Source: an optimization exercise on an open RTL-to-GDS flow (aim: a short achievable clock period and few clock cycles per item). Production flows keep margins and buffers that such runs may drop.
Function was checked by simulation only, so behaviour that the tests miss may differ from the original.
Power figures rest on the tool's default switching activity, not on a simulated workload.

**flow/run.sh**
```bash
#!/bin/bash
# synth_recipe.tcl (not shown) runs the flow's synth.tcl, then flattens the netlist and writes it again
# the make line also repeats each setting of config.mk as NAME=value (left out here)
make -C /OpenROAD-flow-scripts/flow DESIGN_CONFIG=/design/flow/config.mk WORK_HOME=/design/flow/orfs CLKGATE_MAP_FILE= SYNTH_SCRIPT=/design/flow/synth_recipe.tcl finish
```
**flow/config.mk**
```make
export PLATFORM = sky130hd
export DESIGN_NAME = rv_core
export DESIGN_NICKNAME = rv_core
export VERILOG_FILES = /design/flow/design.v
export SDC_FILE = /design/flow/constraint.sdc
export NUM_CORES = 4
export LEC_CHECK = 0
export CAP_MARGIN = 20
export CORE_MARGIN = 2
export CORE_UTILIZATION = 30
export SETUP_SLACK_MARGIN = 4.0
export SLEW_MARGIN = 20
export SYNTH_HIERARCHICAL = 1
export SYNTH_MINIMUM_KEEP_SIZE = 0
```
**flow/constraint.sdc**
```tcl
create_clock -name core_clock -period 7.0 [get_ports {clk}]
set_input_delay 1.4000 -clock core_clock [delete_from_list [all_inputs] [get_ports {clk}]]
set_output_delay 1.4000 -clock core_clock [all_outputs]
set_load 0.01 [all_outputs]
```
**flow/design.v**
```verilog
package rv_pkg;
	typedef enum logic [6:0] {
		OP_LOAD   = 7'b0000011,
		OP_STORE  = 7'b0100011,
		OP_OP     = 7'b0110011,
		OP_OP_IMM = 7'b0010011,
		OP_BRANCH = 7'b1100011,
		OP_JAL    = 7'b1101111
	} opcode_e;
	typedef enum logic [2:0] {
		ALU_ADD = 3'b000,
		ALU_SUB = 3'b001,
		ALU_AND = 3'b010,
		ALU_OR  = 3'b011,
		ALU_SLT = 3'b101  
	} alu_op_e;
	typedef enum logic [1:0] {IMM_I, IMM_S, IMM_B, IMM_J} imm_sel_e;
	typedef enum logic [1:0] {RES_ALU, RES_LOAD, RES_PC4} result_sel_e;
	typedef enum logic [1:0] {
		FWD_REG = 2'b00,
		FWD_WB  = 2'b01,
		FWD_MEM = 2'b10
	} fwd_sel_e;
	typedef struct packed {
		logic        reg_write;
		logic        mem_write;
		logic        branch;
		logic        jump;
		logic        alu_src;  
		result_sel_e result_sel;
		alu_op_e     alu_op;
	} ctrl_t;
endpackage
`timescale 1ns/1ps
module rv_add #(parameter int W = 32) (
	input  logic [W-1:0] a,
	input  logic [W-1:0] b,
	input  logic ci,
	output logic [W-1:0] y
);
	logic [W:0] s;
	assign s = {a, 1'b1} + {b, ci};  
	assign y = s[W:1];
endmodule
module rv_add2 #(parameter int W = 32) (
	input  logic [W-1:0] a,
	input  logic [W-1:0] b,
	output logic [W-1:0] y
);
	assign y = a + b;
endmodule
`timescale 1ns/1ps
module rv_core (
	input  logic clk,
	input  logic rst,
	output logic [31:0] imem_addr,
	input  logic [31:0] imem_data,
	output logic [31:0] dmem_addr,
	output logic [31:0] dmem_wdata,
	output logic dmem_we,
	input  logic [31:0] dmem_rdata
);
	localparam logic [6:0] OP_LOAD   = 7'b0000011;
	localparam logic [6:0] OP_STORE  = 7'b0100011;
	localparam logic [6:0] OP_OP     = 7'b0110011;
	localparam logic [6:0] OP_OP_IMM = 7'b0010011;
	localparam logic [6:0] OP_BRANCH = 7'b1100011;
	localparam logic [6:0] OP_JAL    = 7'b1101111;
	logic [31:0] pc_f;
	logic [4:0]  rs1_d, rs2_d, rd_d;
	logic [31:0] imm_d, target_d, link_d, nxt_d;
	logic [31:1] sel1_d, sel2_d;  
	logic        byp1_d, byp2_d;  
	logic        wr_d, ld_d, st_d, br_d, jal_d, use1_d, use2_d, useimm_d;
	logic        sub_d, slt_d, and_d, or_d;
	logic [31:0] a_e, b_e, bi_e, target_e, link_e;
	logic [4:0]  rd_e;
	logic        wr_e, ld_e, st_e, br_e, jal_e, zr_e;
	logic        slt_e, and_e, or_e, s_add_e, s_sub_e, s_oth_e;
	logic [31:0] res_m, sd_m;
	logic [4:0]  rd_m;
	logic        wr_m, ld_m, we_m;
	logic [31:0] regs [1:31];
	logic stall_d, redirect_e, redirect_d, zt_d, zero_e;
	logic [31:0] ins;
	logic [6:0]  opc_f;
	logic [4:0]  rs1_f, rs2_f, rd_f;
	logic        ld_f, st_f, op_f, opi_f, br_f, jal_f, bra_f;
	logic [31:0] imm_i_f, imm_s_f, imm_b_f, imm_j_f;
	logic [31:0] pc4_f, tgt_b_f, tgt_j_f;
	logic [31:0] pc_out;
	assign imem_addr = pc_out;
	assign ins = imem_data;
	assign opc_f = ins[6:0];
	assign rs1_f = ins[19:15];
	assign rs2_f = ins[24:20];
	assign rd_f  = ins[11:7];
	assign ld_f  = (opc_f == OP_LOAD);
	assign st_f  = (opc_f == OP_STORE);
	assign op_f  = (opc_f == OP_OP);
	assign opi_f = (opc_f == OP_OP_IMM);
	assign br_f  = (opc_f == OP_BRANCH);
	assign jal_f = (opc_f == OP_JAL);
	assign bra_f = br_f && (rs1_f == rs2_f);
	assign imm_i_f = {{20{ins[31]}}, ins[31:20]};
	assign imm_s_f = {{20{ins[31]}}, ins[31:25], ins[11:7]};
	assign imm_b_f = {{20{ins[31]}}, ins[7], ins[30:25], ins[11:8], 1'b0};
	assign imm_j_f = {{12{ins[31]}}, ins[19:12], ins[20], ins[30:21], 1'b0};
	assign pc4_f = pc_f + 32'd4;
	rv_add2 #(31) u_add_b (.a(pc_f[31:1]), .b(imm_b_f[31:1]), .y(tgt_b_f[31:1]));
	rv_add2 #(31) u_add_j (.a(pc_f[31:1]), .b(imm_j_f[31:1]), .y(tgt_j_f[31:1]));
	assign tgt_b_f[0] = pc_f[0];
	assign tgt_j_f[0] = pc_f[0];
	localparam int FN = 16;
	logic [31:0] fj_tgt [FN];
	logic [31:6] fj_tag [FN];
	logic [FN-1:0] fj_v, fj_m;
	logic fj_f, fj_hq, seq_q;
	logic [31:0] fj_t, fj_tq;
	always_comb begin
		fj_t = 32'd0;
		for (int i = 0; i < FN; i++) begin
			fj_m[i] = fj_v[i] && (pc_f[5:2] == 4'(i)) && (fj_tag[i] == pc_f[31:6]);
			fj_t = fj_t | ({32{fj_m[i]}} & fj_tgt[i]);
		end
	end
	assign fj_f = (jal_f && rd_f == 5'd0) || bra_f;
	logic lr_v, lr_j;
	logic [31:0] lr_a, lr_tj, lr_tb, lr_t;
	assign lr_t = lr_j ? lr_tj : lr_tb;
	always_ff @(posedge clk) begin
		lr_v <= !rst && fj_f;
		lr_j <= ins[3];  
		lr_a <= pc_f - 32'd8;
		lr_tj <= tgt_j_f;
		lr_tb <= tgt_b_f;
		for (int i = 0; i < FN; i++) begin
			if (rst)
				fj_v[i] <= 1'b0;
			else if (lr_v && lr_a[5:2] == 4'(i)) begin
				fj_v[i] <= 1'b1;
				fj_tag[i] <= lr_a[31:6];
				fj_tgt[i] <= lr_t;
			end
		end
	end
	localparam int PH = 5;
	logic [1:0] cnt [128];
	logic [PH-1:0] ghist, gh_d, gh_e;
	logic [6:0] bi0, bi1, bidx_q, bidx_d, bidx_e;
	logic bp_q, pv_d, pv_e, pred_d, pred_e, brc_f, ptk_f;
	assign brc_f = br_f && !bra_f;
	assign ptk_f = brc_f && seq_q && bp_q;
	assign bi0 = pc_f[8:2] ^ 7'(ghist);
	assign bi1 = pc_f[8:2] ^ 7'({ghist[PH-2:0], 1'b0});
	always_ff @(posedge clk) begin
		bp_q <= brc_f ? cnt[bi1][1] : cnt[bi0][1];
		bidx_q <= brc_f ? bi1 : bi0;
		if (rst)
			ghist <= '0;
		else if (redirect_e)
			ghist <= {gh_e[PH-2:0], !pred_e};
		else if (redirect_d)
			ghist <= {gh_d[PH-2:0], !pred_d};
		else if (!stall_d && brc_f)
			ghist <= {ghist[PH-2:0], ptk_f};
	end
	logic taken_e;
	always_ff @(posedge clk) begin
		for (int i = 0; i < 128; i++) begin
			if (rst)
				cnt[i] <= 2'b01;
			else if (br_e && pv_e && bidx_e == 7'(i)) begin
				if (taken_e && cnt[i] != 2'b11)
					cnt[i] <= cnt[i] + 2'b01;
				else if (!taken_e && cnt[i] != 2'b00)
					cnt[i] <= cnt[i] - 2'b01;
			end
		end
	end
	logic [31:0] pc_early, nxt_f;
	logic take_j, take_b, fold_f, seq_n;
	assign fold_f = seq_q && fj_hq;
	assign nxt_f = fold_f ? fj_tq : pc4_f;
	assign pc_early = rst ? 32'h0000_0000 : redirect_e ? target_e : redirect_d ? target_d :
		stall_d ? nxt_d : nxt_f;
	assign take_j = !rst && !redirect_e && !redirect_d && !stall_d && jal_f;
	assign take_b = !rst && !redirect_e && !redirect_d && !stall_d && (bra_f || ptk_f);
	assign seq_n = !rst && !redirect_e && !redirect_d && !stall_d && !jal_f && !bra_f &&
		!ptk_f && !fold_f;
	always_ff @(posedge clk) begin
		pc_f <= take_j ? tgt_j_f : take_b ? tgt_b_f : pc_early;
		pc_out <= take_b ? tgt_b_f : take_j ? tgt_j_f : pc_early;
		seq_q <= seq_n;
		fj_hq <= |fj_m;
		fj_tq <= fj_t;
	end
	logic [4:0] rs1_n, rs2_n;
	assign rs1_n = stall_d ? rs1_d : rs1_f;
	assign rs2_n = stall_d ? rs2_d : rs2_f;
	always_ff @(posedge clk) begin
		if (rst || redirect_e || redirect_d) begin
			wr_d <= 1'b0;
			ld_d <= 1'b0;
			st_d <= 1'b0;
			br_d <= 1'b0;
			jal_d <= 1'b0;
			use1_d <= 1'b0;
			use2_d <= 1'b0;
		end else if (!stall_d) begin
			wr_d <= (ld_f || op_f || opi_f || jal_f) && (rd_f != 5'd0);
			ld_d <= ld_f;
			st_d <= st_f;
			br_d <= br_f && !bra_f;
			jal_d <= jal_f;
			use1_d <= ld_f || st_f || op_f || opi_f || (br_f && !bra_f);
			use2_d <= st_f || op_f || (br_f && !bra_f);
		end
		if (!stall_d) begin
			rs1_d <= rs1_f;
			rs2_d <= rs2_f;
			rd_d <= rd_f;
			useimm_d <= ld_f || st_f || opi_f;
			imm_d <= st_f ? imm_s_f : imm_i_f;
			target_d <= ptk_f ? pc4_f : tgt_b_f;
			pred_d <= ptk_f;
			pv_d <= seq_q;
			bidx_d <= bidx_q;
			gh_d <= ghist;
			link_d <= pc4_f;
			nxt_d <= ptk_f ? tgt_b_f : nxt_f;
			sub_d <= op_f && ((ins[14:12] == 3'b000 && ins[30]) || ins[14:12] == 3'b010);
			slt_d <= op_f && ins[14:12] == 3'b010;
			and_d <= op_f && ins[14:12] == 3'b111;
			or_d  <= op_f && ins[14:12] == 3'b110;
			for (int i = 1; i < 32; i++) begin
				sel1_d[i] <= (rs1_f == 5'(i));
				sel2_d[i] <= (rs2_f == 5'(i));
			end
		end
		byp1_d <= wr_e && (rd_e == rs1_n);
		byp2_d <= wr_e && (rd_e == rs2_n);
	end
	logic [31:0] wd_m, rf1, rf2, rv1_d, rv2_d;
	assign wd_m = ld_m ? dmem_rdata : res_m;
	always_comb begin
		rf1 = 32'd0;
		rf2 = 32'd0;
		for (int i = 1; i < 32; i++) begin
			rf1 = rf1 | ({32{sel1_d[i]}} & regs[i]);
			rf2 = rf2 | ({32{sel2_d[i]}} & regs[i]);
		end
	end
	assign rv1_d = byp1_d ? wd_m : rf1;
	assign rv2_d = byp2_d ? wd_m : rf2;
	assign stall_d = ld_e && wr_e &&
		((use1_d && rs1_d == rd_e) || (use2_d && rs2_d == rd_e));
	logic fa_d, fb_d;
	logic [31:0] res_e;
	assign fa_d = wr_e && !ld_e && (rd_e == rs1_d);
	assign fb_d = wr_e && !ld_e && (rd_e == rs2_d);
	assign zt_d = br_d && (s_add_e || s_sub_e) &&
		((rs2_d == 5'd0 && fa_d) || (rs1_d == 5'd0 && fb_d));
	assign zero_e = s_add_e ? ((a_e ^ bi_e) == {a_e[30:0] | bi_e[30:0], 1'b0}) : (a_e == bi_e);
	assign redirect_d = zt_d && (zero_e != pred_d) && !stall_d && !redirect_e;
	always_ff @(posedge clk) begin
		if (rst || redirect_e || stall_d) begin
			wr_e <= 1'b0;
			ld_e <= 1'b0;
			st_e <= 1'b0;
			br_e <= 1'b0;
			jal_e <= 1'b0;
		end else begin
			wr_e <= wr_d;
			ld_e <= ld_d;
			st_e <= st_d;
			br_e <= br_d;
			zr_e <= zt_d;
			jal_e <= jal_d;
		end
		a_e <= fwd_sel(fa_d, rv1_d);
		b_e <= fwd_sel(fb_d, rv2_d);
		bi_e <= fwd_sel(fb_d && !useimm_d, useimm_d ? imm_d : rv2_d);
		target_e <= target_d;
		pred_e <= pred_d;
		pv_e <= pv_d;
		bidx_e <= bidx_d;
		gh_e <= gh_d;
		link_e <= link_d;
		rd_e <= rd_d;
		slt_e <= !jal_d && slt_d;
		and_e <= !jal_d && and_d;
		or_e  <= !jal_d && or_d;
		s_add_e <= !jal_d && !slt_d && !and_d && !or_d && !sub_d;
		s_sub_e <= !jal_d && !slt_d && !and_d && !or_d && sub_d;
		s_oth_e <= jal_d || slt_d || and_d || or_d;
	end
	logic [31:0] oth_e;
	logic lt_e;
	logic [31:0] add_e, dif_e;
	rv_add2 #(32) u_add_e (.a(a_e), .b(bi_e), .y(add_e));
	logic [32:0] dif33_e;
	rv_add #(33) u_sub_e (.a({a_e[31], a_e}), .b(~{bi_e[31], bi_e}), .ci(1'b1), .y(dif33_e));
	assign dif_e = dif33_e[31:0];
	assign lt_e = dif33_e[32];
	always_comb begin
		if (slt_e)
			oth_e = {31'd0, lt_e};
		else if (and_e)
			oth_e = a_e & bi_e;
		else if (or_e)
			oth_e = a_e | bi_e;
		else
			oth_e = link_e;
	end
	assign res_e = ({32{s_add_e}} & add_e) | ({32{s_sub_e}} & dif_e) | ({32{s_oth_e}} & oth_e);
	function automatic logic [31:0] fwd_sel(input logic f, input logic [31:0] d);
		fwd_sel = ({32{f && s_add_e}} & add_e) | ({32{f && s_sub_e}} & dif_e) |
			({32{f && s_oth_e}} & oth_e) | ({32{!f}} & d);
	endfunction
	assign taken_e = (a_e == b_e);
	assign redirect_e = br_e && !zr_e && (taken_e != pred_e);
	always_ff @(posedge clk) begin
		if (rst) begin
			wr_m <= 1'b0;
			ld_m <= 1'b0;
			we_m <= 1'b0;
		end else begin
			wr_m <= wr_e;
			ld_m <= ld_e;
			we_m <= st_e;
		end
		res_m <= res_e;
		sd_m <= b_e;
		rd_m <= rd_e;
	end
	assign dmem_addr = res_m;
	assign dmem_wdata = sd_m;
	assign dmem_we = we_m;
	always_ff @(posedge clk) begin
		for (int i = 1; i < 32; i++)
			if (wr_m && rd_m == 5'(i))
				regs[i] <= wd_m;
	end
endmodule
```
==> results of run 1 <==
## power by group
part / switching (µW) / internal (µW) / total (µW)
logic: 4160 / 2200 / 6360
clock network: 7130 / 9610 / 16700
registers: 845 / 19800 / 20700
## logic make-up (layout without fill, tap and decap cells)
kind of cell / Yosys count / count (layout) / synth area share
muxes: 158 / 158 / 0.0142
buffers and inverters: 828 / 1702 / 0.0261
and+or+nand+nor: 2381 / 2392 / 0.0906
adders and majority gates: 197 / 197 / 0.0200
xor gates and xnor gates: 681 / 681 / 0.0480
other: 1 / 52 / 0.0000301
AOI/OAI and AO/OA: 3067 / 3078 / 0.169
DFF: 2869 / 2869 / 0.632
## registers in the layout (all words and copies together), names as in the netlist, 32 cells and up
signal,flops
fj_tag,416
cnt,256
sd_m,32
res_m,32
regs,992
fj_tq,32
link_e,32
pc_out,32
a_e,32
target_d,32
bi_e,32
nxt_d,32
pc_f,32
fj_tgt,512
b_e,32
lr_tb,32
## metal layers
layer  track usage  wire length [µm]  vias to the layer above
met1         0.314            197000                    49800
met4         0.163             45900                        6
met2         0.360            232000                     8439
met3        0.0701             74000                     2027
li1              -                 -                    40900
met5      0.000116                43                        -
## final cells by class
class                   instances  area [µm²]
diodes                         50         125
clock buffers                 445        8910
clock inverters               128        1320
fillers                     38900      259000
inverters                     191         790
multi-input cells            6508       47900
flip-flops and latches       2869       79100
well taps                    5474        6850
repair buffers                935        9470
repair inverters                3        25.0
## repair_timing
action                                   CTS  global route
setup buffers                            228           196
resized for setup                       1242           483
cloned                                    34            25
endpoints found under the setup margin  1490           850
pin swaps                                202           181
## worst max path at each step
stage               endpoint  slack (ns)           from  depth (start not counted)
5_1_grt             bi_e[18]        3.55        bi_e[0]                         14
6_report            bi_e[18]        3.57        bi_e[0]                         14
3_5_place_dp      pc_out[23]        1.22  imem_data[22]                         13
3_3_place_gp        pc_f[23]        1.15  imem_data[22]                         13
2_1_floorplan  fj_tag[8][10]        3.10            rst                          4
4_1_cts             bi_e[31]        3.76         a_e[1]                         13
## per-stage QoR
stage / hold WS, ns / cells
3_3_place_gp: 0.326 / 15500
6_report: 0.339 / 16600
2_1_floorplan: 0.323 / 10200
3_5_place_dp: 0.327 / 15500
4_1_cts: 0.340 / 16300
5_1_grt: 0.345 / 16600
## placed cells by master (no fill, tap or decap), types with 39 or more instances in the layout
cell type,count
buf_6,112
diode_2,50
buf_12,73
nor2_4,56
a22o_1,265
a211oi_1,39
a21oi_1,564
o21ai_0,542
nor4_1,79
a221oi_1,267
edfxtp_1,2114
clkinv_2,49
dfxtp_4,103
mux2i_1,60
nand2_1,726
o311ai_0,40
ha_1,103
clkbuf_8,39
mux2_2,58
xnor2_2,41
a22oi_1,723
ha_4,68
buf_2,41
buf_4,532
nand4_1,302
xnor2_1,364
xor2_1,237
dfxtp_2,64
clkbuf_1,82
nor3_1,55
dfxtp_1,588
inv_1,164
clkbuf_16,341
a21o_1,97
o21ai_1,70
nand3_1,270
a222oi_1,43
nor2_1,549
## worst max-delay path, cell delays in order, from the launching register on
cell      delay (ns)
dfxtp_4         0.37
ha_4            0.17
fa_2            0.23
a21o_1          0.18
a31o_4          0.20
nand4_1         0.28
buf_4           0.26
a21oi_4         0.19
nand3_2         0.11
a311oi_2        0.28
xor2_1          0.12
a222oi_1        0.41
buf_4           0.22
o21ai_2         0.06
o21ba_2         0.22
==> summary.md, run 1 <==
| Metric | Value |
|---|---|
| CTS tree | `yes` |
| Total track usage | `0.245` |
| Pins Over Slew Limit | `0` |
| Max_slew headroom | `0.211` |
| Syn Area/Cell | `12.2 µm²` |
| Max rail drop VDD | `0.000208 V` |
| Hold Fails Final Rpt | `0` |
| Area Growth Syn to Fin | `24.1%` |
| Pre-CTS setup slack | `1.22 ns` |
| Power per Cell Area | `roughly 280 nW/µm²` |
| Ys flop type | `edfxtp_1` |
| Final instance area | `between 150000 and 200000 µm²` |
| Worst hold start | `rd_d[1]` |
| Synth area leaders | `edfxtp_1 (51%), dfxtp_1 (12%), a22oi_1 (4.4%)` |
| Vias per cell | `6.09` |
| GRT overflow | `0` |
| Max-cap violation count | `0` |
| RSZ-0062 raised after global routing | `true` |
| Placed Area | `134000 µm²` |
| First DRT Iteration DRCs | `18300` |
| Vias post-DR | `101000` |
| Critical path arrival | `4.22 ns` |
| Largest net degree at the start of global routing | `114` |
| Wirelength, routed | `between 500000 and 600000 µm` |
| Cell variety after synth | `115` |
| Die Wd | `around 650 µm` |
| Core area | `approximately 410000 µm²` |
| Layout cells sized above 1 | `0.205` |
| Endpoints failing setup | `0` |
| FF+latch count, synth | `2869` |
| Nets | `roughly 11000` |
| Yosys warns | `11` |
| Clk Latency, worst-skew pair | `0.97 ns` |
| Wirelength per Cell | `33.1 µm` |
| Die area | `420000 µm²` |
| Highest clock rate | `approximately 0.3 GHz` |
| Syn Inst Count | `10200` |
| Reg2reg setup slack | `3.57 ns` |
| Final min period | `3.43 ns` |
| Sequential share of the synthesized area | `0.632` |
| Reg clk slew, reported paths | `approximately 0.06 ns` |
| LEAKAGE | `0.0525 µW` |
| Post-synth EDFFs | `about 2100` |
| Vias in the first global route | `92500` |
| Drt drc | `0` |
| FF-to-FF path depth | `14` |
| Area leader, netlist | `edfxtp_1` |
| R2R Path Start | `bi_e[0]` |
| Least-Margin Pin Slew | `1.18 ns` |
| First-pass GRT wire length | `732000 µm` |
| CTS sink count | `~2900` |
| Starting Density | `0.301` |
| # IOs | `roughly 160` |
| Final WS setup | `3.57 ns` |
| Pre-Repair DR Iteration Count | `13` |
| CTS Buf Count | `312` |
| Routed Antenna Nets | `0` |
| PortBufs | `162` |
| Critical R2R Capture | `bi_e[18]` |
| Post-synth ARST share | `0` |
| Crit path max fanout | `4` |
| H-tree depth | `5` |
| Routability cong. | `0.965` |
| Die Y | `648 µm` |
| Top post-synthesis cells by count | `edfxtp_1 (2114), dfxtp_1 (755), nand2_1 (746)` |
| Cell with the most instances after synthesis | `edfxtp_1` |
| WP data required | `7.79 ns` |
| DP Wirelength | `313000 µm` |
| Syn Std Cell Area | `124000 µm²` |
| Initial antenna violation count | `between 40 and 50` |
| Yosys top cell area share | `0.510` |
| Crit path kind | `register to register` |
| Final core utilization | `0.374` |
| Hold path depth | `0` |
| Hold crit path type | `register to register` |
| PnR Total Power | `43800 µW` |
| Std cell rows | `around 240` |
| Setup TNS | `0 ns` |
| Endpoint, Worst Hold | `rd_e[1]` |
| Max Buffers Root-to-Sink | `4` |
| Crit share post-route | `0.490` |
| Setup crit end kind | `register` |
| Clk root buf | `clkbuf_16` |
| Status | `timing/DRC/antenna clean` |
| Skew final | `0.0843 ns` |
| CTS Hold Bufs | `0` |
| Worst Setup Start Kind | `register` |
Testbench counts, summed over its fixed seeds: cycles 108,932, programs 48.
==> run 2: changes to the inputs <==
--- a/flow/design.v
+++ b/flow/design.v
@@ -115,3 +115,3 @@
 	logic [31:0] fj_tgt [FN];
-	logic [31:6] fj_tag [FN];
+	logic [31:0] fj_tag [FN];  
 	logic [FN-1:0] fj_v, fj_m;
@@ -122,3 +122,4 @@
 		for (int i = 0; i < FN; i++) begin
-			fj_m[i] = fj_v[i] && (pc_f[5:2] == 4'(i)) && (fj_tag[i] == pc_f[31:6]);
+			fj_m[i] = fj_v[i] && (pc_f[5:2] == 4'(i)) && (fj_tag[i][31:6] == pc_f[31:6]) &&
+				(fj_tag[i][1:0] == pc_f[1:0]);
 			fj_t = fj_t | ({32{fj_m[i]}} & fj_tgt[i]);
@@ -139,5 +140,6 @@
 				fj_v[i] <= 1'b0;
-			else if (lr_v && lr_a[5:2] == 4'(i)) begin
+			else if (lr_v && lr_a[5:2] == 4'(i))
 				fj_v[i] <= 1'b1;
-				fj_tag[i] <= lr_a[31:6];
+			if (lr_v && lr_a[5:2] == 4'(i)) begin
+				fj_tag[i] <= lr_a;
 				fj_tgt[i] <= lr_t;
@@ -190,5 +192,7 @@
 		!ptk_f && !fold_f;
+	logic sel_early;
+	assign sel_early = !take_j && !take_b;
 	always_ff @(posedge clk) begin
-		pc_f <= take_j ? tgt_j_f : take_b ? tgt_b_f : pc_early;
-		pc_out <= take_b ? tgt_b_f : take_j ? tgt_j_f : pc_early;
+		pc_f <= ({32{take_j}} & tgt_j_f) | ({32{take_b}} & tgt_b_f) | ({32{sel_early}} & pc_early);
+		pc_out <= ({32{sel_early}} & pc_early) | (({32{take_b}} & tgt_b_f) | ({32{take_j}} & tgt_j_f));
 		seq_q <= seq_n;
@@ -295,3 +299,3 @@
 		s_sub_e <= !jal_d && !slt_d && !and_d && !or_d && sub_d;
-		s_oth_e <= jal_d || slt_d || and_d || or_d;
+		s_oth_e <= jal_d || and_d || or_d;
 	end
@@ -306,5 +310,3 @@
 	always_comb begin
-		if (slt_e)
-			oth_e = {31'd0, lt_e};
-		else if (and_e)
+		if (and_e)
 			oth_e = a_e & bi_e;
@@ -315,6 +317,7 @@
 	end
-	assign res_e = ({32{s_add_e}} & add_e) | ({32{s_sub_e}} & dif_e) | ({32{s_oth_e}} & oth_e);
+	assign res_e = ({32{s_add_e}} & add_e) | ({32{s_sub_e}} & dif_e) | ({32{s_oth_e}} & oth_e) |
+		{31'd0, slt_e & lt_e};
 	function automatic logic [31:0] fwd_sel(input logic f, input logic [31:0] d);
 		fwd_sel = ({32{f && s_add_e}} & add_e) | ({32{f && s_sub_e}} & dif_e) |
-			({32{f && s_oth_e}} & oth_e) | ({32{!f}} & d);
+			({32{f && s_oth_e}} & oth_e) | {31'd0, f && slt_e && lt_e} | ({32{!f}} & d);
 	endfunction
--- a/flow/config.mk
+++ b/flow/config.mk
@@ -9,3 +9,3 @@
 export CORE_MARGIN = 2
-export CORE_UTILIZATION = 30
+export CORE_UTILIZATION = 45
 export SETUP_SLACK_MARGIN = 4.0
==> summary.md, run 2 <==
| Metric | Value |
|---|---|
| FF+latch count, synth | `about 2900` |
| Cell with the most instances after synthesis | `edfxtp_1` |
| Nets | `~11000` |
| Max_slew headroom | `0.186` |
| CP Cell Sequence | `fa_2, a21o_1, a221oi_4, o22ai_2, o21ai_2, nand2_2, a211oi_4, xnor2_2, a222oi_1, o21ai_1, o21ba_2` |
| LEAKAGE | `0.0520 µW` |
| Max Buffers Root-to-Sink | `4` |
| Cell variety after synth | `118` |
| Commonest non-fill, non-tap cells in the layout | `edfxtp_1 (2145), nand2_1 (759), a22oi_1 (737), o21ai_0 (614), dfxtp_1 (605)` |
| Max FFs per register | `992` |
| Starting Density | `0.451` |
| Largest regs | `regs (992), fj_tgt (512), fj_tag (448)` |
| Die Wd | `approximately 530 µm` |
| Routability cong. | `1.00` |
| First-pass GRT wire length | `754000 µm` |
| CP max stage cell | `a222oi_1` |
| Reg clk slew, reported paths | `around 0.060 ns` |
| Wirelength, routed | `565000 µm` |
| # fillers | `23200` |
| Wirelength per Cell | `about 38 µm` |
| Sequential share of the synthesized area | `0.628` |
| Endpoints failing setup | `0` |
| Final core utilization | `0.545` |
| Critical path depth | `11` |
| Ys flop type | `edfxtp_1` |
| Setup TNS | `0 ns` |
| Vias in the first global route | `95100` |
| Most common cell after layout, fill and taps aside | `edfxtp_1` |
| Largest net degree at the start of global routing | `120` |
| Final min period | `3.35 ns` |
| GRT overflow | `0` |
| Clk root buf | `clkbuf_16` |
| Largest Register | `regs` |
| Skew final | `0.0622 ns` |
| Area Growth Syn to Fin | `20.7%` |
| Die Y | `533 µm` |
| H-tree depth | `5` |
| Die area | `284000 µm²` |
| Std cell rows | `194` |
| Syn Std Cell Area | `between 100000 and 150000 µm²` |
| Least-Margin Pin Slew | `1.22 ns` |
| Routed Antenna Nets | `0` |
| Worst Path Buf+Inv | `0` |
| CTS sink count | `approximately 2900` |
| Syn Inst Count | `between 10000 and 15000` |
| CTS Buf Count | `~310` |
| Core area | `around 280000 µm²` |
| Vias per cell | `6.97` |
| Yosys warns | `11` |
| Status | `timing/DRC/antenna clean` |
| WP data required | `7.80 ns` |
| Hold path depth | `0` |
| Syn Area/Cell | `12.3 µm²` |
| CTS Hold Bufs | `0` |
| First DRT Iteration DRCs | `between 15000 and 20000` |
| Hold crit path type | `register to register` |
| Highest clock rate | `0.299 GHz` |
| Crit path max fanout | `6` |
| Cell family with most CP delay | `compound AO/OA/AOI/OAI gates` |
| Pins Over Slew Limit | `0` |
| Worst Setup Start Kind | `register` |
| DP Wirelength | `around 320000 µm` |
| Critical path arrival | `4.15 ns` |
| Post-synth ARST share | `0` |
| Max rail drop VDD | `approximately 0.00025 V` |
| Vias post-DR | `just over 100k` |
| Hold Fails Final Rpt | `0` |
| Layout cells sized above 1 | `0.195` |
| # IOs | `163` |
| Total track usage | `0.376` |
| Crit share post-route | `0.478` |
| Area leader, netlist | `edfxtp_1` |
| Initial antenna violation count | `50` |
| Post-synth EDFFs | `roughly 2100` |
| FF-to-FF path depth | `11` |
| CTS tree | `yes` |
| Clk Latency, worst-skew pair | `0.95 ns` |
| PortBufs | `162` |
| Yosys top cell area share | `0.512` |
| Setup crit end kind | `register` |
| Max-cap violation count | `0` |
| Power per Cell Area | `roughly 290 nW/µm²` |
| Drt drc | `0` |
| Crit path kind | `register to register` |
| Pre-Repair DR Iteration Count | `13` |
| Top post-synthesis cells by count | `edfxtp_1 (2145), nand2_1 (783), a22oi_1 (761)` |
| Worst stage delay on the critical path | `0.45 ns` |
| RSZ-0062 raised after global routing | `true` |
| Synth area leaders | `edfxtp_1 (51%), dfxtp_1 (12%), a22oi_1 (4.5%)` |
## run 2: cell count changes in the layout (fill, tap and decap cells not counted), moves of 40 or more
cell / before / now
a21oi_1: 564 / 486
o21ai_0: 542 / 614
xnor2_1: 364 / 416
buf_4: 532 / 478
dfxtp_4: 103 / 63
nor2_1: 549 / 493
o21ai_1: 70 / 30
## run 2: logic make-up (layout without fill, tap and decap cells)
logic type                 after synthesis  count (layout)  synth area share
muxes                                  186             187            0.0167
DFF                                   2870            2870             0.628
adders and majority gates              197             197            0.0198
other                                    1              40         0.0000298
buffers and inverters                  834            1632            0.0277
and+or+nand+nor                       2442            2445            0.0939
AOI/OAI and AO/OA                     3003            3003             0.164
xor gates and xnor gates               710             710            0.0498
## run 2: metrics by stage
step | setup WS (ns) | area [µm²] | power [µW] | instances | hold WS (ns)
after floorplan | 3.11 | 126000 | 23200 | 10200 | 0.323
after global placement | 2.19 | 133000 | 25900 | 13800 | 0.326
after detailed placement | 2.20 | 133000 | 26000 | 13800 | 0.327
after CTS | 3.70 | 148000 | 42900 | 14600 | 0.331
after global routing | 3.59 | 152000 | 44500 | 14800 | 0.333
final | 3.65 | 152000 | 43700 | 14800 | 0.331
## run 2: power breakdown
group / leakage (µW) / switching, µW / internal, µW
registers: 0.0258 / 734 / 19800
clock network: 0.00489 / 7190 / 9340
logic: 0.0213 / 4380 / 2210
## run 2: repair_timing
item	4_1_cts	5_1_grt
pin swaps	133	191
setup buffers	229	112
setup endpoints to repair	852	687
gates resized for setup	1005	468
gates cloned	26	17
## run 2: cell type report
cell class | count | area [µm²] | share of cell area
tap | 3724 | 4660 | 0.0307
multi-input combinational | 6544 | 47700 | 0.314
clock buffer | 421 | 8660 | 0.0571
inverter | 186 | 744 | 0.00491
timing repair buffer | 884 | 9350 | 0.0616
clock inverter | 140 | 1360 | 0.00896
timing repair inverter | 1 | 8.76 | 0.0000577
sequential | 2870 | 79200 | 0.522
antenna | 38 | 95.1 | 0.000627
## run 2: layer usage
layer	vias to the layer above	share of wire	GRT usage	wire length, µm
li1	40800	-	-	-
met1	50900	0.36	0.495	205000
met2	9226	0.42	0.544	236000
met3	2155	0.14	0.117	81500
met4	18	0.074	0.220	42000
met5	-	0.00028	0.00270	158
## run 2: final timing paths
check,startpoint,endpoint,slack [ns]
max,a_e[0],bi_e[25],3.65
min,bidx_d[3],bidx_e[3],0.33
max reg2reg,a_e[0],bi_e[25],3.65
min reg2reg,bidx_d[3],bidx_e[3],0.33
Testbench counts of run 2, summed over its fixed seeds: cycles 108,932, programs 48.
==> run 3: changes to the inputs <==
--- a/flow/design.v
+++ b/flow/design.v
@@ -78,4 +78,4 @@
 	logic        wr_e, ld_e, st_e, br_e, jal_e, zr_e;
-	logic        slt_e, and_e, or_e, s_add_e, s_sub_e, s_oth_e;
-	logic [31:0] res_m, sd_m;
+	logic        slt_e, and_e, or_e, sub_e, s_add_e, s_sub_e, s_ar_e, s_oth_e;
+	logic [31:0] res_m, sd_m, addr_m;
 	logic [4:0]  rd_m;
@@ -267,3 +267,3 @@
 		((rs2_d == 5'd0 && fa_d) || (rs1_d == 5'd0 && fb_d));
-	assign zero_e = s_add_e ? ((a_e ^ bi_e) == {a_e[30:0] | bi_e[30:0], 1'b0}) : (a_e == bi_e);
+	assign zero_e = s_add_e ? ((a_e ^ bi_e) == {a_e[30:0] | bi_e[30:0], 1'b0}) : ((a_e ^ bi_e) == '1);
 	assign redirect_d = zt_d && (zero_e != pred_d) && !stall_d && !redirect_e;
@@ -286,3 +286,3 @@
 		b_e <= fwd_sel(fb_d, rv2_d);
-		bi_e <= fwd_sel(fb_d && !useimm_d, useimm_d ? imm_d : rv2_d);
+		bi_e <= {32{sub_d}} ^ fwd_sel(fb_d && !useimm_d, useimm_d ? imm_d : rv2_d);
 		target_e <= target_d;
@@ -297,4 +297,6 @@
 		or_e  <= !jal_d && or_d;
+		sub_e <= sub_d;
 		s_add_e <= !jal_d && !slt_d && !and_d && !or_d && !sub_d;
 		s_sub_e <= !jal_d && !slt_d && !and_d && !or_d && sub_d;
+		s_ar_e <= !jal_d && !slt_d && !and_d && !or_d;
 		s_oth_e <= jal_d || and_d || or_d;
@@ -303,8 +305,7 @@
 	logic lt_e;
-	logic [31:0] add_e, dif_e;
-	rv_add2 #(32) u_add_e (.a(a_e), .b(bi_e), .y(add_e));
-	logic [32:0] dif33_e;
-	rv_add #(33) u_sub_e (.a({a_e[31], a_e}), .b(~{bi_e[31], bi_e}), .ci(1'b1), .y(dif33_e));
-	assign dif_e = dif33_e[31:0];
-	assign lt_e = dif33_e[32];
+	logic [31:0] sum_e;
+	logic [32:0] sum33_e;
+	rv_add #(33) u_add_e (.a({a_e[31], a_e}), .b({bi_e[31], bi_e}), .ci(sub_e), .y(sum33_e));
+	assign sum_e = sum33_e[31:0];
+	assign lt_e = sum33_e[32];
 	always_comb begin
@@ -317,7 +318,6 @@
 	end
-	assign res_e = ({32{s_add_e}} & add_e) | ({32{s_sub_e}} & dif_e) | ({32{s_oth_e}} & oth_e) |
-		{31'd0, slt_e & lt_e};
+	assign res_e = ({32{s_ar_e}} & sum_e) | ({32{s_oth_e}} & oth_e) | {31'd0, slt_e & lt_e};
 	function automatic logic [31:0] fwd_sel(input logic f, input logic [31:0] d);
-		fwd_sel = ({32{f && s_add_e}} & add_e) | ({32{f && s_sub_e}} & dif_e) |
-			({32{f && s_oth_e}} & oth_e) | {31'd0, f && slt_e && lt_e} | ({32{!f}} & d);
+		fwd_sel = ({32{f && s_ar_e}} & sum_e) | ({32{f && s_oth_e}} & oth_e) |
+			{31'd0, f && slt_e && lt_e} | ({32{!f}} & d);
 	endfunction
@@ -336,2 +336,3 @@
 		res_m <= res_e;
+		addr_m <= sum_e;
 		sd_m <= b_e;
@@ -339,3 +340,3 @@
 	end
-	assign dmem_addr = res_m;
+	assign dmem_addr = addr_m;
 	assign dmem_wdata = sd_m;
==> summary.md, run 3 <==
| Metric | Value |
|---|---|
| Max Buffers Root-to-Sink | `4` |
| Sequential share of the synthesized area | `0.639` |
| Nets | `about 11000` |
| Sw Pwr | `around 12000 µW` |
| RSZ-0062 raised after global routing | `true` |
| Die Wd | `between 500 and 600 µm` |
| PnR Total Power | `43200 µW` |
| Area leader, netlist | `edfxtp_1` |
| Power per Cell Area | `about 280 nW/µm²` |
| Cell with the most instances after synthesis | `edfxtp_1` |
| # IOs | `163` |
| Wirelength per Cell | `38.5 µm` |
| Core area | `276000 µm²` |
| Setup TNS | `0 ns` |
| Area Growth Syn to Fin | `22.4%` |
| Critical path arrival | `4.07 ns` |
| Max-cap violation count | `0` |
| Hold WS | `0.340 ns` |
| Critical path depth | `13` |
| Clock power frac | `0.388` |
| Highest clock rate | `0.303 GHz` |
| Syn Std Cell Area | `125000 µm²` |
| Drt drc | `0` |
| CTS Buf Count | `311` |
| Std cell rows | `193` |
| FF-to-FF path depth | `13` |
| DP Wirelength | `just over 300000 µm` |
| Synth area leaders | `edfxtp_1 (52%), dfxtp_1 (12%), a22oi_1 (4.5%)` |
| Largest Register | `regs` |
| Max FFs per register | `about 1000` |
| Die Y | `around 530 µm` |
| Yosys top cell area share | `0.517` |
| Most common cell after layout, fill and taps aside | `edfxtp_1` |
| Max rail drop VDD | `between 0.0002 and 0.00025 V` |
| Ys flop type | `edfxtp_1` |
| Endpoints failing setup | `0` |
| Comb pwr share | `0.129` |
| Initial antenna violation count | `47` |
| Hold path depth | `0` |
| Syn Inst Count | `~10000` |
| LEAKAGE | `approximately 0.052 µW` |
| Flop pwr share | `0.483` |
| Vias per cell | `6.96` |
| Setup crit end kind | `register` |
| CTS Hold Bufs | `0` |
| Pre-Repair DR Iteration Count | `13` |
| Hold Fails Final Rpt | `0` |
| WP data required | `about 7.8 ns` |
| Switch share | `0.272` |
| Routed Antenna Nets | `0` |
| Placed Area | `~130000 µm²` |
| Final instance area | `153000 µm²` |
| CTS sink count | `~2900` |
| Crit share post-route | `0.471` |
| Crit path kind | `register to register` |
| Wirelength, routed | `562000 µm` |
| PortBufs | `around 160` |
| Yosys warns | `11` |
| Worst stage delay on the critical path | `0.38 ns` |
| Post-synth EDFFs | `2145` |
| Vias in the first global route | `94000` |
| Max_slew headroom | `0.179` |
| Starting Density | `0.451` |
| Worst Setup Start Kind | `register` |
| Worst Path Buf+Inv | `3` |
| Routability cong. | `between 0.9 and 1` |
| CP Cell Sequence | `inv_1, ha_2, xnor2_1, o31ai_1, a32oi_1, a211oi_2, nand4_2, buf_8, mux2i_4, buf_12, mux2_4, a22o_1, a221o_1` |
| Largest regs | `regs (992), fj_tgt (512), fj_tag (448)` |
| First DRT Iteration DRCs | `20000` |
| Skew final | `0.117 ns` |
| CP max stage cell | `dfxtp_2` |
| Clk root buf | `clkbuf_16` |
| Crit path max fanout | `7` |
| Reg clk slew, reported paths | `0.07 ns` |
| First-pass GRT wire length | `745000 µm` |
| CTS tree | `yes` |
| Final min period | `3.30 ns` |
| Layout cells sized above 1 | `0.201` |
| Internal power | `31500 µW` |
| Clk Latency, worst-skew pair | `0.99 ns` |
| Syn Area/Cell | `12.5 µm²` |
| Status | `timing/DRC/antenna clean` |
| Least-Margin Pin Slew | `1.23 ns` |
| Cell family with most CP delay | `compound AO/OA/AOI/OAI gates` |
| Pins Over Slew Limit | `0` |
| Largest net degree at the start of global routing | `roughly 240` |
| Commonest non-fill, non-tap cells in the layout | `edfxtp_1 (2145), a22oi_1 (730), dfxtp_1 (640), o21ai_0 (635), nand2_1 (631)` |
| Total track usage | `0.379` |
| FF+latch count, synth | `2904` |
| Die area | `281000 µm²` |
| Vias post-DR | `102000` |
| Post-synth ARST share | `0` |
| Final core utilization | `0.553` |
| GRT overflow | `0` |
| H-tree depth | `5` |
| Hold crit path type | `register to register` |
| Top post-synthesis cells by count | `edfxtp_1 (2145), dfxtp_1 (759), a22oi_1 (751)` |
| Cell variety after synth | `roughly 110` |
-- run 3: layout make-up --
| type | instances | area (µm²) |
|---|---|---|
| fill | 22500 | 123000 |
| sequential | 2904 | 79900 |
| multi-input combinational | 6301 | 46600 |
| timing repair buffer | 926 | 10400 |
| clock buffer | 418 | 8490 |
| tap | 3705 | 4640 |
| clock inverter | 156 | 1710 |
| inverter | 177 | 724 |
| antenna | 20 | 50.0 |
| timing repair inverter | 2 | 16.3 |
-- run 3: cells by family (layout without fill, tap and decap cells) --
group / after synthesis / after routing / synth area share
compound gates: 2945 / 2945 / 0.161
flops: 2904 / 2904 / 0.639
simple gates: 2259 / 2261 / 0.0878
buf+inv: 797 / 1679 / 0.0257
xor+xnor: 701 / 701 / 0.0495
mux: 227 / 229 / 0.0201
fa+ha+maj: 165 / 165 / 0.0168
other cells: 0 / 20 / 0
-- run 3: repair_timing --
action / CTS / global route
endpoints found under the setup margin: 1024 / 669
gates resized for setup: 1050 / 538
cloned: 47 / 34
pin swaps: 148 / 236
hold endpoints to repair: 0 / 0
buffers inserted: 255 / 143
-- run 3: routing by layer --
layer,part of all wire,global-route usage,vias up
met1,0.36,0.508,50300
li1,-,-,40000
met5,0.00039,0.000855,-
met2,0.41,0.542,9164
met3,0.15,0.118,2125
met4,0.078,0.215,26
-- run 3: path summary, 6_finish.rpt --
path,from,endpoint,slack [ns]
worst max-delay path,a_e[22],pc_out[24],3.70
worst min register to register,bidx_d[3],bidx_e[3],0.34
worst min-delay path,bidx_d[3],bidx_e[3],0.34
worst max register to register,a_e[22],pc_out[24],3.70
-- run 3: power groups by stage --
stage | Clock [µW] | Combinational [µW] | Sequential (µW)
global route | 17400 | 5750 | 20900
CTS | 16800 | 4900 | 20800
finish | 16800 | 5580 | 20900
detailed placement | 0 | 4360 | 21200
global placement | 0 | 4270 | 21200
floorplan | 0 | 2290 | 20800
-- run 3: metrics by stage --
stage,instances,setup slack (ns)
5_1_grt,14600,3.63
3_5_place_dp,13500,2.06
3_3_place_gp,13500,2.12
6_report,14600,3.70
2_1_floorplan,9998,3.11
4_1_cts,14400,3.76
Testbench counts of run 3, summed over its fixed seeds: cycles 108,932, programs 48.
==> run 4: changes to the inputs <==
--- a/flow/design.v
+++ b/flow/design.v
@@ -70,3 +70,4 @@
 	logic [4:0]  rs1_d, rs2_d, rd_d;
-	logic [31:0] imm_d, target_d, link_d, nxt_d;
+	logic [31:0] imm_d, target_d, link_d, nxt_d, lk_d;
+	logic        lh_d;
 	logic [31:1] sel1_d, sel2_d;  
@@ -154,3 +155,3 @@
 	assign brc_f = br_f && !bra_f;
-	assign ptk_f = brc_f && seq_q && bp_q;
+	assign ptk_f = brc_f && seq_q && (lp_hq ? lp_tq : bp_q);
 	assign bi0 = pc_f[8:2] ^ 7'(ghist);
@@ -182,2 +183,48 @@
 	end
+	localparam int LN = 8;
+	logic [31:0] lp_key [LN];
+	logic [3:0] lp_trip [LN], lp_cur [LN];
+	logic [LN-1:0] lp_v, lp_conf, lp_m;
+	logic lp_h, lp_k, lp_t, lp_hq, lp_kq, lp_tq;
+	always_comb begin
+		lp_h = 1'b0;
+		lp_k = 1'b0;
+		lp_t = 1'b0;
+		for (int i = 0; i < LN; i++) begin
+			lp_m[i] = lp_v[i] && (pc_f[4:2] == 3'(i)) &&
+				(lp_key[i][31:5] == pc_f[31:5]) && (lp_key[i][1:0] == pc_f[1:0]);
+			lp_k = lp_k | lp_m[i];
+			lp_h = lp_h | (lp_m[i] && lp_conf[i]);
+			lp_t = lp_t | (lp_m[i] && lp_conf[i] && lp_cur[i] == lp_trip[i]);
+		end
+	end
+	logic lu_v;
+	logic [2:0] lu_i;
+	assign lu_v = zt_d && !stall_d && !redirect_e;
+	assign lu_i = lk_d[4:2];
+	always_ff @(posedge clk) begin
+		lp_hq <= lp_h;
+		lp_kq <= lp_k;
+		lp_tq <= lp_t;
+		for (int i = 0; i < LN; i++) begin
+			if (rst)
+				lp_v[i] <= 1'b0;
+			else if (lu_v && lu_i == 3'(i))
+				lp_v[i] <= 1'b1;
+			if (lu_v && lu_i == 3'(i)) begin
+				if (!lh_d) begin
+					lp_key[i] <= lk_d;
+					lp_conf[i] <= 1'b0;
+					lp_cur[i] <= zero_e ? 4'd0 : 4'd1;
+				end else if (!zero_e) begin
+					if (lp_cur[i] != 4'd15)
+						lp_cur[i] <= lp_cur[i] + 4'd1;
+				end else begin
+					lp_conf[i] <= 1'b1;
+					lp_trip[i] <= lp_cur[i];
+					lp_cur[i] <= 4'd0;
+				end
+			end
+		end
+	end
 	logic [31:0] pc_early, nxt_f;
@@ -230,2 +277,4 @@
 			pred_d <= ptk_f;
+			lk_d <= pc_f - 32'd4;
+			lh_d <= seq_q && lp_kq;
 			pv_d <= seq_q;
==> summary.md, run 4 <==
| Metric | Value |
|---|---|
| Max_slew headroom | `0.187` |
| # IOs | `163` |
| RSZ-0062 raised after global routing | `true` |
| Critical R2R Capture | `fj_tgt[1][3]` |
| Top post-synthesis cells by count | `edfxtp_1 (2479), a22oi_1 (865), dfxtp_1 (770)` |
| Final core utilization | `0.555` |
| Pins Over Slew Limit | `0` |
| Skew final | `about 0.098 ns` |
| DP Wirelength | `339000 µm` |
| Status | `timing/DRC/antenna clean` |
| Syn Inst Count | `11000` |
| Cell variety after synth | `~110` |
| Reg clk slew, reported paths | `about 0.06 ns` |
| Routed Antenna Nets | `0` |
| Reg2reg setup slack | `3.60 ns` |
| Least-Margin Pin Slew | `1.22 ns` |
| Area leader, netlist | `edfxtp_1` |
| Cell with the most instances after synthesis | `edfxtp_1` |
| Setup TNS | `0 ns` |
| CTS Buf Count | `346` |
| Max FFs per register | `992` |
| Area Growth Syn to Fin | `23.0%` |
| Hold WS | `0.325 ns` |
| PnR Total Power | `approximately 48000 µW` |
| Crit share post-route | `0.486` |
| Max rail drop VDD | `between 0.0002 and 0.00025 V` |
| First-pass GRT wire length | `812000 µm` |
| Routability cong. | `0.967` |
| FF+latch count, synth | `between 3000 and 4000` |
| Commonest non-fill, non-tap cells in the layout | `edfxtp_1 (2479), a22oi_1 (831), dfxtp_1 (640), nand2_1 (618), nor2_1 (587)` |
| Die area | `313000 µm²` |
| Hold Fails Final Rpt | `0` |
| Crit path kind | `register to register` |
| Ys flop type | `edfxtp_1` |
| Endpoints failing setup | `0` |
| Clk root buf | `clkbuf_16` |
| Initial antenna violation count | `33` |
| H-tree depth | `5` |
| Max Buffers Root-to-Sink | `4` |
| Syn Area/Cell | `12.7 µm²` |
| CTS sink count | `3249` |
| Layout cells sized above 1 | `0.206` |
| First DRT Iteration DRCs | `20000` |
| Vias per cell | `6.82` |
| Std cell rows | `204` |
| Yosys top cell area share | `0.536` |
| CTS tree | `yes` |
| Worst Setup Start Kind | `register` |
| Max-cap violation count | `0` |
| Die Wd | `between 500 and 600 µm` |
| Vias in the first global route | `between 100k and 150k` |
| Largest net degree at the start of global routing | `228` |
| Highest clock rate | `between 0.2 and 0.3 GHz` |
| Clk Latency, worst-skew pair | `0.99 ns` |
| Endpoint, Worst Hold | `bidx_e[5]` |
| Yosys warns | `14` |
| WP data required | `7.53 ns` |
| Hold crit path type | `register to register` |
| Largest regs | `regs (992), fj_tgt (512), fj_tag (448)` |
| # fillers | `about 25000` |
| Synth area leaders | `edfxtp_1 (54%), dfxtp_1 (11%), a22oi_1 (4.7%)` |
| Worst hold start | `bidx_d[5]` |
| Largest Register | `regs` |
| LEAKAGE | `roughly 0.059 µW` |
| GRT overflow | `0` |
| Total track usage | `0.367` |
| Sequential share of the synthesized area | `0.646` |
| Post-synth EDFFs | `2479` |
| Power per Cell Area | `between 200 and 300 nW/µm²` |
| Wirelength per Cell | `around 38 µm` |
| Die Y | `560 µm` |
| Syn Std Cell Area | `139000 µm²` |
| Most common cell after layout, fill and taps aside | `edfxtp_1` |
| Wirelength, routed | `612000 µm` |
| Drt drc | `0` |
| Starting Density | `0.451` |
| Final min period | `3.40 ns` |
| Critical path arrival | `3.94 ns` |
| Core area | `between 300000 and 400000 µm²` |
| R2R Path Start | `lr_v` |
| Hold path depth | `0` |
| CTS Hold Bufs | `0` |
| Crit path max fanout | `42` |
| Nets | `12000` |
| Setup crit end kind | `register` |
| PortBufs | `162` |
| FF-to-FF path depth | `4` |
| Vias post-DR | `111000` |
| Pre-Repair DR Iteration Count | `10` |
| Post-synth ARST share | `0` |
==> run 4: cell types whose count changed in the layout (fill, tap and decap cells not counted), moves of 46 or more <==
cell / previous run / this run
nor4_1: 82 / 134
nor2_1: 518 / 587
o21ai_0: 635 / 568
a21oi_1: 495 / 561
buf_12: 95 / 141
edfxtp_1: 2145 / 2479
buf_4: 485 / 555
a22oi_1: 730 / 831
xor2_1: 159 / 420
a22o_1: 272 / 213
==> run 4: cells by family after synthesis <==
kind of cell | synth area share
mux | 0.0162
compound gates | 0.147
xor+xnor | 0.0629
flops | 0.646
simple gates | 0.0864
buf+inv | 0.0253
fa+ha+maj | 0.0161
==> run 4: worst max-delay path by stage <==
stage             startpoint           end  slack, ns  cells after the start
4_1_cts               a_e[3]      bi_e[31]       3.74                     16
3_3_place_gp   imem_data[15]    pc_out[25]       1.78                      9
2_1_floorplan        rd_e[4]    pc_out[22]       1.88                     11
6_report                lr_v  fj_tgt[1][3]       3.60                      4
5_1_grt              s_add_e     pc_out[3]       3.61                     15
3_5_place_dp   imem_data[15]    pc_out[25]       1.73                      9
==> run 4: repair_timing <==
action,4_1_cts,5_1_grt
setup buffers,360,186
resized for setup,1234,513
setup endpoints to repair,1398,858
pin swaps,150,205
cloned,40,32
==> run 4: area by class of cell <==
cell class	instances	area [µm²]	share of cell area
sequential	3249	90200	0.528
multi-input combinational	6882	51400	0.301
inverter	202	805	0.00470
timing repair buffer	1068	11900	0.0696
clock buffer	461	9630	0.0563
tap	4120	5150	0.0301
timing repair inverter	1	7.51	0.0000439
clock inverter	185	1810	0.0106
antenna	31	77.6	0.000454
==> run 4: routing by layer <==
| layer | track usage | wire (µm) | part of all wire |
|---|---|---|---|
| met5 | 0.00122 | 120 | 0.00020 |
| met3 | 0.109 | 86100 | 0.14 |
| met2 | 0.535 | 257000 | 0.42 |
| met1 | 0.480 | 219000 | 0.36 |
| met4 | 0.226 | 48800 | 0.080 |
==> run 4: power by group <==
part	leakage, µW	switching (µW)	internal [µW]	total [µW]
Combinational	0.0236	3940	1890	5820
Sequential	0.0294	867	22500	23400
Clock	0.00560	8030	10700	18700
==> run 4: critical path: stages, from the launching register on <==
cell and delay, ns:
dfxtp_1 0.45, nand3b_1 0.64, nor3_4 0.56, buf_4 0.47, buf_4 0.75
==> run 4: stage by stage <==
step                instance area (µm²)  setup slack (ns)  std cells
floorplan                        140000              1.88      11000
global placement                 147000              1.78      14900
detailed placement               147000              1.73      14900
CTS                              166000              3.74      16000
global route                     171000              3.61      16200
finish                           171000              3.60      16200
Testbench counts of run 4, summed over its fixed seeds: cycles 107,787, programs 48.
==> run 5: changes to the inputs <==
--- a/flow/design.v
+++ b/flow/design.v
@@ -129,9 +129,12 @@
 	assign fj_f = (jal_f && rd_f == 5'd0) || bra_f;
-	logic lr_v, lr_j;
-	logic [31:0] lr_a, lr_tj, lr_tb, lr_t;
+	logic lr_j;
+	logic [FN-1:0] lr_we;  
+	logic [31:0] lr_a, lr_tj, lr_tb, lr_t, lr_an;
 	assign lr_t = lr_j ? lr_tj : lr_tb;
+	assign lr_an = pc_f - 32'd8;
 	always_ff @(posedge clk) begin
-		lr_v <= !rst && fj_f;
+		for (int i = 0; i < FN; i++)
+			lr_we[i] <= !rst && fj_f && lr_an[5:2] == 4'(i);
 		lr_j <= ins[3];  
-		lr_a <= pc_f - 32'd8;
+		lr_a <= lr_an;
 		lr_tj <= tgt_j_f;
@@ -141,5 +144,5 @@
 				fj_v[i] <= 1'b0;
-			else if (lr_v && lr_a[5:2] == 4'(i))
+			else if (lr_we[i])
 				fj_v[i] <= 1'b1;
-			if (lr_v && lr_a[5:2] == 4'(i)) begin
+			if (lr_we[i]) begin
 				fj_tag[i] <= lr_a;
@@ -202,3 +205,3 @@
 	logic [2:0] lu_i;
-	assign lu_v = zt_d && !stall_d && !redirect_e;
+	assign lu_v = zt_d;
 	assign lu_i = lk_d[4:2];
@@ -233,13 +236,15 @@
 	assign nxt_f = fold_f ? fj_tq : pc4_f;
-	assign pc_early = rst ? 32'h0000_0000 : redirect_e ? target_e : redirect_d ? target_d :
-		stall_d ? nxt_d : nxt_f;
-	assign take_j = !rst && !redirect_e && !redirect_d && !stall_d && jal_f;
-	assign take_b = !rst && !redirect_e && !redirect_d && !stall_d && (bra_f || ptk_f);
+	assign pc_early = rst ? 32'h0000_0000 : redirect_e ? target_e : stall_d ? nxt_d : nxt_f;
+	assign take_j = !rst && !redirect_e && !stall_d && jal_f;
+	assign take_b = !rst && !redirect_e && !stall_d && (bra_f || ptk_f);
 	assign seq_n = !rst && !redirect_e && !redirect_d && !stall_d && !jal_f && !bra_f &&
 		!ptk_f && !fold_f;
-	logic sel_early;
+	logic sel_early, rd_sel;
 	assign sel_early = !take_j && !take_b;
+	assign rd_sel = redirect_d && !rst;
 	always_ff @(posedge clk) begin
-		pc_f <= ({32{take_j}} & tgt_j_f) | ({32{take_b}} & tgt_b_f) | ({32{sel_early}} & pc_early);
-		pc_out <= ({32{sel_early}} & pc_early) | (({32{take_b}} & tgt_b_f) | ({32{take_j}} & tgt_j_f));
+		pc_f <= rd_sel ? target_d :
+			({32{take_j}} & tgt_j_f) | ({32{take_b}} & tgt_b_f) | ({32{sel_early}} & pc_early);
+		pc_out <= rd_sel ? target_d :
+			({32{sel_early}} & pc_early) | (({32{take_b}} & tgt_b_f) | ({32{take_j}} & tgt_j_f));
 		seq_q <= seq_n;
@@ -317,3 +322,3 @@
 	assign zero_e = s_add_e ? ((a_e ^ bi_e) == {a_e[30:0] | bi_e[30:0], 1'b0}) : ((a_e ^ bi_e) == '1);
-	assign redirect_d = zt_d && (zero_e != pred_d) && !stall_d && !redirect_e;
+	assign redirect_d = zt_d && (zero_e != pred_d);
 	always_ff @(posedge clk) begin
==> summary.md, run 5 <==
| Metric | Value |
|---|---|
| Layout cells sized above 1 | `0.191` |
| H-tree depth | `5` |
| Pre-Repair DR Iteration Count | `13` |
| Area leader, netlist | `edfxtp_1` |
| Worst stage delay on the critical path | `about 0.38 ns` |
| Final min period | `approximately 3.5 ns` |
| Yosys top cell area share | `0.535` |
| Die Wd | `560 µm` |
| FF-to-FF path depth | `13` |
| GRT overflow | `0` |
| Vias post-DR | `110000` |
| Setup TNS | `0 ns` |
| DP Wirelength | `333000 µm` |
| Sequential share of the synthesized area | `0.647` |
| Die Y | `560 µm` |
| WP data required | `a little under 8 ns` |
| Worst hold start | `rd_d[2]` |
| Hold path depth | `0` |
| Yosys warns | `14` |
| Reg2reg setup slack | `around 3.5 ns` |
| Power per Cell Area | `283 nW/µm²` |
| Crit path kind | `register to register` |
| Initial antenna violation count | `50` |
| Post-synth EDFFs | `roughly 2500` |
| # IOs | `163` |
| Least-Margin Pin Slew | `1.24 ns` |
| Largest Register | `regs` |
| Drt drc | `0` |
| Crit path max fanout | `6` |
| Largest net degree at the start of global routing | `~180` |
| CP max stage cell | `or3_4` |
| Wirelength, routed | `around 620000 µm` |
| Max Buffers Root-to-Sink | `4` |
| PortBufs | `162` |
| Max-cap violation count | `0` |
| Placed Area | `147000 µm²` |
| Largest regs | `regs (992), fj_tgt (512), fj_tag (448)` |
| Max_slew headroom | `0.174` |
| Endpoint, Worst Hold | `rd_e[2]` |
| Clk Latency, worst-skew pair | `0.97 ns` |
| # fillers | `25200` |
| Setup crit end kind | `register` |
| Area Growth Syn to Fin | `21.9%` |
| Reg clk slew, reported paths | `0.07 ns` |
| Max rail drop VDD | `0.000224 V` |
| Syn Area/Cell | `12.7 µm²` |
| First-pass GRT wire length | `817000 µm` |
| Clk root buf | `clkbuf_16` |
| Synth area leaders | `edfxtp_1 (54%), dfxtp_1 (11%), a22oi_1 (4.5%)` |
| Critical path arrival | `4.23 ns` |
| CTS Buf Count | `347` |
| Starting Density | `0.451` |
| LEAKAGE | `0.0581 µW` |
| Pins Over Slew Limit | `0` |
| Status | `timing/DRC/antenna clean` |
| CTS Hold Bufs | `0` |
| CTS tree | `yes` |
| Crit share post-route | `0.499` |
| Nets | `11900` |
| Std cell rows | `~200` |
| FF+latch count, synth | `3260` |
| Total track usage | `0.370` |
| Post-synth ARST share | `0` |
| Wirelength per Cell | `38.3 µm` |
| CP Cell Sequence | `ha_4, nand4_1, or3_4, o22ai_4, o21ai_4, buf_4, a21oi_4, nor3_1, nand4b_1, a22o_1, mux2_4, o21ai_2, xnor2_1` |
| Top post-synthesis cells by count | `edfxtp_1 (2479), a22oi_1 (830), dfxtp_1 (781)` |
| Die area | `314000 µm²` |
| First DRT Iteration DRCs | `20400` |
| Worst Setup Start Kind | `register` |
| Commonest non-fill, non-tap cells in the layout | `edfxtp_1 (2479), a22oi_1 (825), dfxtp_1 (650), nand2_1 (641), a21oi_1 (614)` |
| Hold crit path type | `register to register` |
| Syn Inst Count | `roughly 11000` |
| Skew final | `0.0906 ns` |
| Critical R2R Capture | `bi_e[29]` |
| Endpoints failing setup | `0` |
| CTS sink count | `3260` |
| Vias in the first global route | `slightly above 100k` |
| Cell with the most instances after synthesis | `edfxtp_1` |
| R2R Path Start | `a_e[12]` |
| Core area | `308000 µm²` |
| Syn Std Cell Area | `between 100000 and 150000 µm²` |
| Highest clock rate | `about 0.29 GHz` |
| Vias per cell | `slightly below 7` |
| Cell variety after synth | `108` |
| Final instance area | `170000 µm²` |
| Routability cong. | `a little under 1` |
| Max FFs per register | `between 900 and 1000` |
| Most common cell after layout, fill and taps aside | `edfxtp_1` |
| Hold Fails Final Rpt | `0` |
| RSZ-0062 raised after global routing | `true` |
| Ys flop type | `edfxtp_1` |
| Routed Antenna Nets | `0` |
==> run 5: cell types whose count changed after synthesis, sizes merged, moves of 15 or more <==
cell / before / now
o211ai: 11 / 37
nand2: 645 / 670
nor3: 120 / 87
mux2: 82 / 116
a21oi: 615 / 668
buf: 227 / 184
o31ai: 31 / 10
a21o: 83 / 50
o311ai: 6 / 24
a211o: 27 / 7
o21ai: 642 / 615
and3: 40 / 25
clkbuf: 437 / 473
a22oi: 865 / 830
==> run 5: worst max-delay path, delay by kind of cell, from the launching register on <==
family / cells / cell delay, ns
compound gates: 5 / 1.09
xor+xnor: 1 / 0.08
fa+ha+maj: 1 / 0.36
buf+inv: 1 / 0.16
flops: 1 / 0.36
mux: 1 / 0.29
simple gates: 4 / 1.00
==> run 5: repair_timing <==
action	4_1_cts	5_1_grt
cloned	58	24
gates resized for setup	1123	403
endpoints found under the setup margin	1382	809
pin swaps	157	131
setup buffers	310	125
==> run 5: worst max-delay path by stage <==
stage | endpoint | start | depth (start not counted) | slack (ns)
finish | bi_e[29] | a_e[12] | 13 | 3.51
detailed placement | pc_out[15] | imem_data[5] | 12 | 1.48
CTS | bi_e[29] | sub_e | 13 | 3.65
floorplan | pc_out[23] | imem_data[30] | 10 | 3.48
global route | bi_e[29] | sub_e | 13 | 3.55
global placement | pc_out[21] | imem_data[20] | 12 | 1.19
==> run 5: area by class of cell <==
type / instances / area (µm²) / area share
repair inverters: 3 / 27.5 / 0.000162
clock buffers: 467 / 9680 / 0.0571
flip-flops and latches: 3260 / 90400 / 0.533
clock inverters: 166 / 1780 / 0.0105
well taps: 4120 / 5150 / 0.0304
inverters: 194 / 778 / 0.00459
multi-input cells: 6884 / 50500 / 0.298
repair buffers: 970 / 11100 / 0.0655
diodes: 41 / 103 / 0.000605
==> run 5: stage by stage <==
step	setup WS, ns	hold WS, ns	power [µW]	utilization	instances
detailed placement	1.48	0.327	28400	0.476	14900
finish	3.51	0.325	47900	0.550	16100
floorplan	3.48	0.323	25700	-	11000
global route	3.55	0.326	48800	0.550	16100
global placement	1.19	0.326	28300	0.476	14900
CTS	3.65	0.340	47400	0.539	15900
==> run 5: layer usage <==
layer  share of wire  global-route usage  up-vias
li1                -                   -    43700
met1            0.36               0.486    54500
met2            0.41               0.534     9706
met3            0.14               0.113     2319
met4           0.085               0.233       18
met5         0.00026            0.000762        -
==> run 5: logic make-up (layout without fill, tap and decap cells) <==
kind of cell / Yosys count / after routing / share of synthesized area
other: 0 / 41 / 0
AND/OR/NAND/NOR: 2477 / 2490 / 0.0853
AO/OA/AOI/OAI: 2970 / 2971 / 0.144
buffers and inverters: 851 / 1800 / 0.0245
XOR/XNOR: 1005 / 1005 / 0.0635
adder cells (fa/ha/maj): 178 / 178 / 0.0162
flip-flops: 3260 / 3260 / 0.647
multiplexers: 240 / 240 / 0.0191
==> run 5: where the power goes <==
part	internal (µW)	total (µW)	switching, µW
Combinational	1790	5740	3950
Sequential	22500	23400	837
Clock	10800	18800	8010
Testbench counts of run 5, summed over its fixed seeds: cycles 107,787, programs 48.

[separate check: timing with driven ports]
In the flow no input, the clock included, has a driving cell. The finished layouts below were timed again as built, in two steps.
Step 1: set_driving_cell puts a clkbuf_16 on clk and a buf_2 on each other input, an assumption about the parent block.
Step 2 moves the port delays by t, midway between the first and last clock arrival at a register: inputs arrive t later, outputs are due t later. That takes back most of the time a late clock gives input paths.
Three values: ideal ports, drivers, drivers and shift; two values: the first two.
run	shift t [ns]	setup WS [ns]	worst hold slack (ns)	latest minus earliest clock arrival (ns)	slew at the worst register clock pin (ns)
run 1	1.047	3.567 / 3.567 / 2.545	0.339 / 0.339 / 0.339	0.089 / 0.089	0.07 / 0.07
run 2	1.034	3.651 / 3.651 / 2.655	0.331 / 0.331 / 0.331	0.069 / 0.069	0.07 / 0.07
run 3	1.034	3.700 / 3.700 / 2.870	0.340 / 0.340 / 0.340	0.122 / 0.121	0.07 / 0.07
run 4	1.054	3.595 / 3.595 / 2.777	0.325 / 0.325 / 0.325	0.103 / 0.103	0.07 / 0.07
run 5	1.036	3.510 / 3.510 / 2.698	0.325 / 0.325 / 0.325	0.091 / 0.092	0.07 / 0.07
After both steps every run listed still meets setup and hold. The setup slack of run 1, which loses most, moves by 0.000 ns with the drivers and by -1.022 ns with both steps.
